Source: an optimization exercise on an open RTL-to-GDS flow (aim: a short achievable clock period and few clock cycles per item). Production flows keep margins and buffers that such runs may drop. The RTL was checked by simulation tests, not by an equivalence proof against the original design.

==> 12-25: inputs <==
// comp_alu_pipe
module comp_alu_pipe #(
    parameter int DATA_W  = 32,
    parameter int REG_NUM = 32
) (
    input  logic              clk,
    input  logic              rst,
    input  logic              in_valid,
    output logic              in_ready,
    input  logic [31:0]       in_instr,
    input  logic              cfg_we,
    input  logic [4:0]        cfg_addr,
    input  logic [DATA_W-1:0] cfg_data,
    output logic              out_valid,
    input  logic              out_ready,
    output logic [DATA_W-1:0] out_data,
    output logic              out_zero,
    output logic              out_carry,
    output logic              out_illegal
);
Settings: LEC_CHECK=0, ABC_CLOCK_PERIOD_IN_PS=1500, CAP_MARGIN=20, CORE_MARGIN=2, CORE_UTILIZATION=60, SLEW_MARGIN=20; clock period 10.0 ns.
standard.sh (not shown) runs the stock make flow with config.mk's settings and CLKGATE_MAP_FILE= SYNTH_SCRIPT=/design/flow/synth_recipe.tcl, a recipe that flattens the netlist after the stock synthesis.
==> flow/flow/run.sh <==
#!/bin/bash
# The standard layout (the standard.sh: ORFS from synthesis to finish), with four changes to
# how it is made; the clock period, SDC and all other settings are the design's:
#  - synthesis maps the combinational logic with ABC's delay-oriented mapper (flow/abc_map.script,
#    called through flow/synth_abc.tcl, which otherwise runs synth_recipe.tcl unchanged);
#  - full and half adders are left to ABC as plain logic (ADDER_MAP_FILE empty) rather than
#    mapped onto the library's fa/ha cells;
#  - repair_timing aims further below the period (SETUP_SLACK_MARGIN);
#  - pin placement keeps the result outputs together on one edge and the inputs on the
#    opposite edge (flow/pins.tcl, run just before ORFS's place_pins).
set -euo pipefail
here=$(pwd)
export MY_ABC_SCRIPT=$here/flow/abc_map.script
export FLOW_SYNTH_TCL=$here/synth_recipe.tcl
bash standard.sh SYNTH_SCRIPT=$here/flow/synth_abc.tcl ADDER_MAP_FILE= SETUP_SLACK_MARGIN=7.0 \
  PRE_IO_PLACEMENT_TCL=$here/flow/pins.tcl finish > flow_make.log 2>&1
==> flow/flow/abc_map.script <==
strash
dch -f
map
buffer -c
topo
stime -c
upsize -c
dnsize -c
==> flow/flow/pins.tcl <==
# Pin placement constraints: result outputs and out_ready together on the middle of the right
# edge; instruction, in_ready, cfg and reset pins on the left edge.
set block [ord::get_db_block]
set die [$block getDieArea]
set dbu [$block getDbUnitsPerMicron]
set h [expr {double([$die yMax] - [$die yMin]) / $dbu}]
set lo [expr {round($h * 0.30)}]
set hi [expr {round($h * 0.70)}]
set outs {out_valid out_ready out_zero out_carry out_illegal}
for {set i 0} {$i < 32} {incr i} { lappend outs "out_data\[$i\]" }
set ins {in_valid in_ready rst cfg_we}
for {set i 0} {$i < 32} {incr i} { lappend ins "in_instr\[$i\]" "cfg_data\[$i\]" }
for {set i 0} {$i < 5} {incr i} { lappend ins "cfg_addr\[$i\]" }
set_io_pin_constraint -pin_names $outs -region right:$lo-$hi
set_io_pin_constraint -pin_names $ins -region left:*
==> flow/flow/synth_abc.tcl <==
# The standard flow's synthesis (synth_recipe.tcl, which sources ORFS's synth.tcl) with one change: the ABC
# call that maps the combinational logic runs flow/abc_map.script instead of ORFS's
# abc_speed.script. Registers, their names and cell types are untouched by ABC.
proc abc {args} {
  set i [lsearch -exact $args -script]
  if {$i >= 0} { lset args [expr {$i + 1}] $::env(MY_ABC_SCRIPT) }
  yosys abc {*}$args
}
source $::env(FLOW_SYNTH_TCL)
==> 07-10 (differences from 12-25) <==
==> flow/run.sh (new file) <==
#!/bin/bash
# synth_recipe.tcl (not shown) runs the flow's synth.tcl, then flattens the netlist and writes it again
# the make line also repeats each setting of config.mk as NAME=value (left out here)
make -C /OpenROAD-flow-scripts/flow DESIGN_CONFIG=/design/flow/config.mk WORK_HOME=/design/flow/orfs CLKGATE_MAP_FILE= SYNTH_SCRIPT=/design/flow/synth_recipe.tcl finish
--- a/flow/config.mk
+++ b/flow/config.mk
@@ -5,8 +5,8 @@
 export SDC_FILE = /design/flow/constraint.sdc
 export NUM_CORES = 4
 export LEC_CHECK = 0
-export ABC_CLOCK_PERIOD_IN_PS = 1500
 export CAP_MARGIN = 20
 export CORE_MARGIN = 2
-export CORE_UTILIZATION = 60
+export CORE_UTILIZATION = 40
+export SETUP_SLACK_MARGIN = 5
 export SLEW_MARGIN = 20
removed: flow/flow/run.sh
removed: flow/flow/abc_map.script
removed: flow/flow/pins.tcl
removed: flow/flow/synth_abc.tcl
removed: flow/standard.sh
==> comparison table <==
item	12-25	07-10
CTS H-Tree Depth	4	5
Netlist area before placement	148000 µm²	131000 µm²
Initial core utilization	60.2%	40.2%
Share of synthesized cell area in and, or, nand and nor gates	28.4%	13.9%
Cts repair resizes	1449	3
Routability congestion estimate	1.23	1.03
Multiplexer share of the synthesized area	0.150%	5.21%
Half-perimeter wire length after placement	546000 µm	368000 µm
Die Y	500 µm	577 µm
Cell count after placement	25011	17172
Clock Path Buffers	3	4
Number of unique standard cell types used by synthesis	94	92
Instance area after placement	151000 µm²	137000 µm²
Sequential share of the synthesized area	33.6%	37.8%
Cell with the most instances after synthesis	sky130_fd_sc_hd__nand2_1	sky130_fd_sc_hd__dfxtp_1
Setup bufs post-CTS	331	1
Worst-case setup slack after placement	5.21 ns	4.71 ns
Outcome	aborted with a tool error	timing/DRC/antenna clean
Failing step	global routing	-
Placement row count	182	210
Synth Area in XOR/XNOR	2.28%	0.819%
Die Wd	500 µm	577 µm
Complex-gate fraction of the synthesized area	26.4%	20.3%
Post-synthesis cell count	22466	13550
Synth Area in Adders	0.0136%	15.7%
Area share of the leading cell type in the synthesized netlist	26.3%	29.5%
Clock buffers created by TritonCTS	237	271
Testbench counts of 12-25, summed over its fixed seeds: cycles 16,521, items 16,000.
Testbench counts of 07-10, summed over its fixed seeds: cycles 16,521, items 16,000.

-- what the ideal ports hide --
Ports are ideal in the flow. The routed layout listed here was re-timed in OpenROAD.
Step 1 sets driving cells, clkbuf_16 on the clock port and buf_2 on the other inputs (assumed; they add their load-dependent delay and slew).
Step 2, shift: input delay + t, output delay - t, t = (earliest + latest rising clock arrival at the registers) / 2. This alone moves slack from input paths to output paths.
a / b / c = no drivers / after step 1 / after step 2; a / b = the first two.
run: 07-10
t, ns: 1.018
slack for setup (ns): 5.144 / 5.144 / 5.144
worst setup path at the end: register to register
slew at the worst register clock pin (ns): 0.07 / 0.07
pins driven straight from the clock port: 1
After both steps 07-10 still meets setup and hold. For 07-10, drivers alone change the setup slack by 0.000 ns; drivers and shift together by 0.000 ns.
